This design comes from an exercise in tuning for a short achievable clock period and few clock cycles per item on the open sky130 flow, not from production work. In this exercise RTL edits were held to simulation tests only and were not proved equivalent to the original. No activity file was given, so power comes from the tool's default toggle rates.

build 80:
Design rs_core, start of the top module:
module rs_core (
  input  logic                    clk,
  input  logic                    reset,
  input  logic                    req,
  input  tomasulo_pkg::op_t       op,
  input  tomasulo_pkg::reg_addr_t dst,
  input  tomasulo_pkg::reg_addr_t src1,
  input  tomasulo_pkg::reg_addr_t src2,
  input  logic                    has_imm,
  input  tomasulo_pkg::word_t     imm,
  output logic                    ack,
  input  tomasulo_pkg::reg_addr_t rd_addr,
  output tomasulo_pkg::tag_t      rd_tag,
  output tomasulo_pkg::word_t     rd_data
);
Size: roughly 5100 cells after synthesis, about 87 I/O pins, about 0.040 mm^2 of cells after synthesis.
Settings: LEC_CHECK=0, CAP_MARGIN=20, CORE_MARGIN=2, CORE_UTILIZATION=40, SLEW_MARGIN=20; clock period 10.0 ns.
run.sh (not shown) runs the stock make flow with config.mk's settings and CLKGATE_MAP_FILE= SYNTH_SCRIPT=/design/flow/synth_recipe.tcl, a recipe that flattens the netlist after the stock synthesis.
Testbench counts of build 80, summed over its fixed seeds: cycles 6,480, instrs 3,280.
The following lists how build 48 was set up differently from build 80:
- ABC_CLOCK_PERIOD_IN_PS newly set to 4000
- SETUP_SLACK_MARGIN newly set to 5
--- outcome ---
Re synthesis-to-finish area growth: build 48 is 6.1 points up on build 80. Diff build 48..build 80 | synthesized cell count | unchanged. From build 80 to build 48 the numbers moved as follows: source-to-sink clock delay at the later pin of the worst-skew pair now sits higher; die extent in x flat.
The inputs of build 18 differ from those of build 48 as listed below.
- CORE_UTILIZATION changed from 40 to 60
- TNS_END_PERCENT newly set to 100
[summary]
Build 48 -> build 18: worst setup slack for register-to-register paths flat. Total number of vias across build 18 and build 48: no real change. The run with more setup slack is build 48; build 18 has less.
For build 43, these inputs were changed with respect to build 18:
- TNS_END_PERCENT removed (was 100)
- CORE_UTILIZATION changed from 60 to 40
==> flow/flow/run.sh (new file) <==
#!/bin/bash
# Standard layout, with the read-port pins (rd_addr in, rd_data/rd_tag out)
# grouped on one edge so the combinational read mux sits next to them.
export PRE_IO_PLACEMENT_TCL=$PWD/flow/pins.tcl
bash standard.sh > standard.log 2>&1
==> flow/flow/pins.tcl (new file) <==
set rd_pins {}
foreach bt [[ord::get_db_block] getBTerms] {
  set n [$bt getName]
  if {[string match "rd_*" $n]} { lappend rd_pins $n }
}
puts "read-port pins: [llength $rd_pins]"
set_io_pin_constraint -pin_names $rd_pins -region top:*
==> flow/standard.sh (new file) <==
#!/bin/bash
# synth_recipe.tcl (not shown) runs the flow's synth.tcl, then flattens the netlist and writes it again
# the make line also repeats each setting of config.mk as NAME=value (left out here)
make -C /OpenROAD-flow-scripts/flow DESIGN_CONFIG=/design/flow/config.mk WORK_HOME=/design/flow/orfs CLKGATE_MAP_FILE= SYNTH_SCRIPT=/design/flow/synth_recipe.tcl "${@:-finish}"
removed: flow/run.sh
[summary]
- Re starting density of the core: build 43 is 21 points down on build 18.
- Compared with build 18, build 43 shows a detailed route wirelength on metal3 that is about 3.4% lower.
- The mux cell area share after synthesis was comparable across build 18 and build 43.
- Lower global-route usage was reported by build 43, not build 18.
- Build 43 against build 18: final critical-path setup slack went up, total cell area at the placement stage went up.
- According to the power report, total power for build 43 is lower than for build 18.

rs_core, a different RTL version from the one above (not shown whole).
Size: roughly 5100 cells after synthesis, ~87 I/O pins.
Settings: LEC_CHECK=0, ABC_CLOCK_PERIOD_IN_PS=4000, CAP_MARGIN=40, CORE_ASPECT_RATIO=0.5, CORE_MARGIN=2, CORE_UTILIZATION=40, SETUP_SLACK_MARGIN=5, SLEW_MARGIN=40; clock period 10.0 ns.
standard.sh (not shown) runs the stock make flow with config.mk's settings and CLKGATE_MAP_FILE= SYNTH_SCRIPT=/design/flow/synth_recipe.tcl, a recipe that flattens the netlist after the stock synthesis.
==> flow/flow/run.sh <==
#!/bin/bash
# The standard layout with these changes:
#  - after the standard synthesis, the read port (rd_addr -> rd_data, rd_tag)
#    is rebuilt as a decoded AND-OR mux (flow/rdmux.tcl, same function);
#  - the read-port pins are grouped on one edge (flow/pins.tcl);
#  - timing repair aims at 5.4 ns of setup slack instead of 5.
# Each tool's output goes to a log file of its own in this folder.
set -e
export FLOWDIR=$PWD/flow
export RESULTS_DIR=$PWD/orfs/results/$FLOW_PLATFORM/rs_core/base
export LIB_FILE=$FLOW_HOME/platforms/$FLOW_PLATFORM/lib/sky130_fd_sc_hd__tt_025C_1v80.lib
bash standard.sh synth > synth.log 2>&1
openroad -no_init -exit $FLOWDIR/eco.tcl > eco.log 2>&1
export PRE_IO_PLACEMENT_TCL=$FLOWDIR/pins.tcl
bash standard.sh SETUP_SLACK_MARGIN=5.4 finish > standard.log 2>&1
==> flow/flow/rdmux.tcl <==
# Rebuild the read port (rd_data, rd_tag[0]) of the synthesized netlist as a
# one-hot AND-OR mux: rd_addr is decoded by one and3 per register (eight times, each for four of the bits, each with inverters of its own), then
# per bit four a22oi and a nand4. The logic function is unchanged; only the
# gates between rd_addr / the register outputs and the ports are replaced.
set db    [ord::get_db]
set block [ord::get_db_block]

proc master {name} {
  set m [$::db findMaster "sky130_fd_sc_hd__$name"]
  if {$m eq "NULL" || $m eq ""} { error "rdmux: no cell $name" }
  return $m
}
proc net_of_port {name} {
  set bt [$::block findBTerm $name]
  if {$bt eq "NULL" || $bt eq ""} { error "rdmux: no port $name" }
  return [$bt getNet]
}
proc find_net {name} {
  set n [$::block findNet $name]
  if {$n eq "NULL" || $n eq ""} { error "rdmux: no net $name" }
  return $n
}
proc drv_iterm {net} {
  foreach it [$net getITerms] {
    if {[[$it getMTerm] getIoType] eq "OUTPUT"} { return $it }
  }
  return ""
}

set targets {}
for {set b 0} {$b < 32} {incr b} { lappend targets "rd_data\[$b\]" }
lappend targets "rd_tag\[0\]"
set target_nets {}
foreach t $targets { lappend target_nets [net_of_port $t] }

# cone of combinational cells behind the targets
set cone [dict create]
set work $target_nets
set seen [dict create]
while {[llength $work]} {
  set net [lindex $work 0]; set work [lrange $work 1 end]
  set nn [$net getName]
  if {[dict exists $seen $nn]} continue
  dict set seen $nn 1
  set d [drv_iterm $net]
  if {$d eq ""} continue
  set inst [$d getInst]
  if {[[$inst getMaster] isSequential]} continue
  dict set cone [$inst getName] $inst
  foreach it [$inst getITerms] {
    if {[[$it getMTerm] getIoType] eq "INPUT" && [$it getNet] ne "NULL" && [$it getNet] ne ""} {
      lappend work [$it getNet]
    }
  }
}
# keep only cells whose outputs feed nothing but the cone and the targets
set tnames {}
foreach n $target_nets { lappend tnames [$n getName] }
set changed 1
while {$changed} {
  set changed 0
  foreach name [dict keys $cone] {
    set inst [dict get $cone $name]
    set ok 1
    foreach it [$inst getITerms] {
      if {[[$it getMTerm] getIoType] ne "OUTPUT"} continue
      set net [$it getNet]
      if {$net eq "NULL" || $net eq ""} continue
      foreach l [$net getITerms] {
        if {$l eq $it} continue
        if {![dict exists $cone [[$l getInst] getName]]} { set ok 0 }
      }
      foreach bt [$net getBTerms] {
        if {[lsearch -exact $tnames [$net getName]] < 0} { set ok 0 }
      }
    }
    if {!$ok} { dict unset cone $name; set changed 1 }
  }
}
puts "rdmux: removing [dict size $cone] cells"
set dead_nets {}
foreach name [dict keys $cone] {
  set inst [dict get $cone $name]
  foreach it [$inst getITerms] {
    set net [$it getNet]
    if {$net ne "NULL" && $net ne "" && [[$it getMTerm] getIoType] eq "OUTPUT" && [lsearch -exact $tnames [$net getName]] < 0} { lappend dead_nets $net }
  }
  odb::dbInst_destroy $inst
}
foreach net [lsort -unique $dead_nets] {
  if {[llength [$net getITerms]] == 0 && [llength [$net getBTerms]] == 0} { odb::dbNet_destroy $net }
}

set k 0
proc cell {mname conns} {
  global k block
  set inst [odb::dbInst_create $block [master $mname] "rdmux_$k"]
  incr k
  foreach {pin net} $conns {
    set it [$inst findITerm $pin]
    if {$it eq "NULL" || $it eq ""} { error "rdmux: $mname has no pin $pin" }
    $it connect $net
  }
  return $inst
}
proc new_net {} {
  global k block
  set n [odb::dbNet_create $block "rdmux_n$k"]
  incr k
  return $n
}

set a0 [net_of_port "rd_addr\[0\]"]
set a1 [net_of_port "rd_addr\[1\]"]
set a2 [net_of_port "rd_addr\[2\]"]
# for each group of four bits: its own inverters of the address, then one
# and3 per register
for {set h 0} {$h < 8} {incr h} {
  set pol(0,1) $a0; set pol(1,1) $a1; set pol(2,1) $a2
  foreach i {0 1 2} a [list $a0 $a1 $a2] {
    set pol($i,0) [new_net]
    cell inv_4 [list A $a Y $pol($i,0)]
  }
  for {set r 0} {$r < 8} {incr r} {
    set sel($h,$r) [new_net]
    cell and3_4 [list A $pol(0,[expr {$r & 1}]) B $pol(1,[expr {($r >> 1) & 1}]) C $pol(2,[expr {($r >> 2) & 1}]) X $sel($h,$r)]
  }
}

# register outputs, found by the register cells' names
set qnet [dict create]
foreach inst [$block getInsts] {
  set n [string map {"\\" ""} [$inst getName]]
  if {[regexp {^status\.rf\[(\d+)\]\[(\d+)\]\$} $n -> r b]} {
    dict set qnet "rf $r $b" [[$inst findITerm Q] getNet]
  } elseif {[regexp {^status\.pend\[(\d+)\]\$} $n -> r]} {
    dict set qnet "pend $r" [[$inst findITerm Q] getNet]
  }
}
puts "rdmux: [dict size $qnet] register outputs"

for {set b 0} {$b <= 32} {incr b} {
  for {set r 0} {$r < 8} {incr r} {
    if {$b < 32} { set key "rf $r $b" } else { set key "pend $r" }
    if {![dict exists $qnet $key]} { error "rdmux: no register for $key" }
    set dq($r) [dict get $qnet $key]
  }
  set out [lindex $target_nets $b]
  set y {}
  for {set q 0} {$q < 4} {incr q} {
    set n [new_net]
    set r0 [expr {2*$q}]; set r1 [expr {2*$q+1}]
    set h [expr {$b < 32 ? $b / 4 : 7}]
    cell a22oi_2 [list A1 $sel($h,$r0) A2 $dq($r0) B1 $sel($h,$r1) B2 $dq($r1) Y $n]
    lappend y $n
  }
  cell nand4_4 [list A [lindex $y 0] B [lindex $y 1] C [lindex $y 2] D [lindex $y 3] Y $out]
}
puts "rdmux: added [expr {$k}] objects"
Other scripts of this flow, unchanged in this note and not shown: flow/flow/eco.tcl, flow/flow/pins.tcl
The starting point went through all stages and came out clean.
Testbench counts at the start, summed over its fixed seeds: cycles 6,480, instrs 3,280.
Edit:
--- a/flow/flow/run.sh
+++ b/flow/flow/run.sh
@@ -1,8 +1,7 @@
 #!/bin/bash
-# The standard layout with these changes:
+# The standard layout with two changes:
 #  - after the standard synthesis, the read port (rd_addr -> rd_data, rd_tag)
 #    is rebuilt as a decoded AND-OR mux (flow/rdmux.tcl, same function);
-#  - the read-port pins are grouped on one edge (flow/pins.tcl);
-#  - timing repair aims at 5.4 ns of setup slack instead of 5.
+#  - the read-port pins are grouped on one edge (flow/pins.tcl).
 # Each tool's output goes to a log file of its own in this folder.
 set -e
--- a/flow/flow/rdmux.tcl
+++ b/flow/flow/rdmux.tcl
@@ -1,4 +1,4 @@
 # Rebuild the read port (rd_data, rd_tag[0]) of the synthesized netlist as a
-# one-hot AND-OR mux: rd_addr is decoded by one and3 per register (eight times, each for four of the bits, each with inverters of its own), then
+# one-hot AND-OR mux: rd_addr is decoded by one and3 per register (four times, each for a quarter of the bits), then
 # per bit four a22oi and a nand4. The logic function is unchanged; only the
 # gates between rd_addr / the register outputs and the ports are replaced.
@@ -114,12 +114,13 @@
 set a1 [net_of_port "rd_addr\[1\]"]
 set a2 [net_of_port "rd_addr\[2\]"]
-# for each group of four bits: its own inverters of the address, then one
-# and3 per register
-for {set h 0} {$h < 8} {incr h} {
-  set pol(0,1) $a0; set pol(1,1) $a1; set pol(2,1) $a2
-  foreach i {0 1 2} a [list $a0 $a1 $a2] {
-    set pol($i,0) [new_net]
-    cell inv_4 [list A $a Y $pol($i,0)]
-  }
+# both polarities of the address, then one and3 per register and quarter of the bits
+set an0 [new_net]; set an1 [new_net]; set an2 [new_net]
+cell inv_4 [list A $a0 Y $an0]
+cell inv_4 [list A $a1 Y $an1]
+cell inv_4 [list A $a2 Y $an2]
+set pol(0,0) $an0; set pol(0,1) $a0
+set pol(1,0) $an1; set pol(1,1) $a1
+set pol(2,0) $an2; set pol(2,1) $a2
+for {set h 0} {$h < 4} {incr h} {
   for {set r 0} {$r < 8} {incr r} {
     set sel($h,$r) [new_net]
@@ -151,9 +152,9 @@
     set n [new_net]
     set r0 [expr {2*$q}]; set r1 [expr {2*$q+1}]
-    set h [expr {$b < 32 ? $b / 4 : 7}]
-    cell a22oi_2 [list A1 $sel($h,$r0) A2 $dq($r0) B1 $sel($h,$r1) B2 $dq($r1) Y $n]
+    set h [expr {$b < 32 ? $b / 8 : 3}]
+    cell a22oi_1 [list A1 $sel($h,$r0) A2 $dq($r0) B1 $sel($h,$r1) B2 $dq($r1) Y $n]
     lappend y $n
   }
-  cell nand4_4 [list A [lindex $y 0] B [lindex $y 1] C [lindex $y 2] D [lindex $y 3] Y $out]
+  cell nand4_2 [list A [lindex $y 0] B [lindex $y 1] C [lindex $y 2] D [lindex $y 3] Y $out]
 }
 puts "rdmux: added [expr {$k}] objects"
Settings changed: CAP_MARGIN 40 to 20, CORE_ASPECT_RATIO 0.5 to unset, SLEW_MARGIN 40 to 20.
The new run ran to the end with no violations.
Total power came out higher by about 3%.
Setup slack loses 0.13 ns.
Die area falls by about 3.5%.
Combinational power is lower by about 5%.
Area after synthesis came out lower by 3.4%.
Sequential power stays flat.
Utilization increases by 0.74 points.
Final area goes down by 1.6%.
Routed wire length falls by 4.6%.
Clock power goes up by about 15%.
Edit:
--- a/flow/flow/run.sh
+++ b/flow/flow/run.sh
@@ -12,3 +12,3 @@
 openroad -no_init -exit $FLOWDIR/eco.tcl > eco.log 2>&1
 export PRE_IO_PLACEMENT_TCL=$FLOWDIR/pins.tcl
-bash standard.sh SETUP_SLACK_MARGIN=5.4 finish > standard.log 2>&1
+bash standard.sh > standard.log 2>&1
Effect:
- The changed run completed with no timing, DRC or antenna violations
- area after synthesis stays the same
- cell area fell by 3.2%
- total power fell by 2.5%
- global-route usage fell by 0.12 points
- clock skew rose by 0.0049 ns
- setup slack gains 0.041 ns
- routed wire length fell by 1.9%
- final cell count fell by 0.94%
- via count fell by 1.1%
- sequential share of layout area rose by 0.34 points
Edit:
==> flow/flow/run.sh (replaced) <==
#!/bin/bash
# The standard layout with these changes:
#  - after the standard synthesis, the read port (rd_addr -> rd_data, rd_tag)
#    is rebuilt as a decoded AND-OR mux (flow/rdmux.tcl, same function);
#  - the read-port pins are grouped on one edge (flow/pins.tcl);
#  - timing repair aims at 5.4 ns of setup slack instead of 5.
# Each tool's output goes to a log file of its own in this folder.
set -e
export FLOWDIR=$PWD/flow
export RESULTS_DIR=$PWD/orfs/results/$FLOW_PLATFORM/rs_core/base
export LIB_FILE=$FLOW_HOME/platforms/$FLOW_PLATFORM/lib/sky130_fd_sc_hd__tt_025C_1v80.lib
bash standard.sh synth > synth.log 2>&1
openroad -no_init -exit $FLOWDIR/eco.tcl > eco.log 2>&1
export PRE_IO_PLACEMENT_TCL=$FLOWDIR/pins.tcl
bash standard.sh SETUP_SLACK_MARGIN=5.4 finish > standard.log 2>&1
--- a/flow/flow/rdmux.tcl
+++ b/flow/flow/rdmux.tcl
@@ -1,4 +1,4 @@
 # Rebuild the read port (rd_data, rd_tag[0]) of the synthesized netlist as a
-# one-hot AND-OR mux: rd_addr is decoded by one and3 per register (four times, each for a quarter of the bits), then
+# one-hot AND-OR mux: rd_addr is decoded by one and3 per register (eight times, each for four of the bits), then
 # per bit four a22oi and a nand4. The logic function is unchanged; only the
 # gates between rd_addr / the register outputs and the ports are replaced.
@@ -114,13 +114,13 @@
 set a1 [net_of_port "rd_addr\[1\]"]
 set a2 [net_of_port "rd_addr\[2\]"]
-# both polarities of the address, then one and3 per register and quarter of the bits
+# both polarities of the address, then one and3 per register and group of four bits
 set an0 [new_net]; set an1 [new_net]; set an2 [new_net]
-cell inv_4 [list A $a0 Y $an0]
-cell inv_4 [list A $a1 Y $an1]
-cell inv_4 [list A $a2 Y $an2]
+cell inv_8 [list A $a0 Y $an0]
+cell inv_8 [list A $a1 Y $an1]
+cell inv_8 [list A $a2 Y $an2]
 set pol(0,0) $an0; set pol(0,1) $a0
 set pol(1,0) $an1; set pol(1,1) $a1
 set pol(2,0) $an2; set pol(2,1) $a2
-for {set h 0} {$h < 4} {incr h} {
+for {set h 0} {$h < 8} {incr h} {
   for {set r 0} {$r < 8} {incr r} {
     set sel($h,$r) [new_net]
@@ -152,5 +152,5 @@
     set n [new_net]
     set r0 [expr {2*$q}]; set r1 [expr {2*$q+1}]
-    set h [expr {$b < 32 ? $b / 8 : 3}]
+    set h [expr {$b < 32 ? $b / 4 : 7}]
     cell a22oi_1 [list A1 $sel($h,$r0) A2 $dq($r0) B1 $sel($h,$r1) B2 $dq($r1) Y $n]
     lappend y $n
Settings changed: CAP_MARGIN 20 to 40, CORE_ASPECT_RATIO set to 0.5, SLEW_MARGIN 20 to 40.
Outcome: Wire length climbs by about 10%; core utilization climbs by 1.4 points; final area climbs by about 4%.

## separate check: timing with driven ports
The results above use ideal ports. As a check the final layouts listed here were re-extracted and re-timed, cells and wires unchanged.
Step 1: set_driving_cell puts a clkbuf_16 on clk and a buf_2 on each other input, an assumption about the parent block.
Step 2 moves the port delays by t, midway between the first and last clock arrival at a register: inputs arrive t later, outputs are due t later. That takes back most of the time a late clock gives input paths.
Three values: ideal ports, drivers, drivers and shift; two values: the first two.
| run | t, ns | slack for setup (ns) | worst slew at a driven data input, ns |
|---|---|---|---|
| build 80 | 0.686 | 2.793 / 2.743 / 2.743 | 0.06 |
| build 48 | 0.694 | 4.535 / 4.144 / 4.144 | 0.46 |
| build 18 | 0.693 | 4.478 / 4.293 / 4.293 | 0.31 |
| build 43 | 0.698 | 4.505 / 4.281 / 4.281 | 0.35 |
| the first run of note 2 | 0.718 | 4.986 / 4.620 / 4.620 | 0.47 |
| the second run of note 2 | 0.731 | 4.856 / 4.606 / 4.606 | 0.29 |
| the third run of note 2 | 0.724 | 4.897 / 4.622 / 4.614 | 0.31 |
| the fourth run of note 2 | 0.752 | 4.811 / 4.746 / 4.746 | 0.20 |
After both steps setup and hold are still met in every run listed. The setup slack of build 48, which loses most, moves by -0.391 ns with the drivers and by -0.391 ns with both steps.
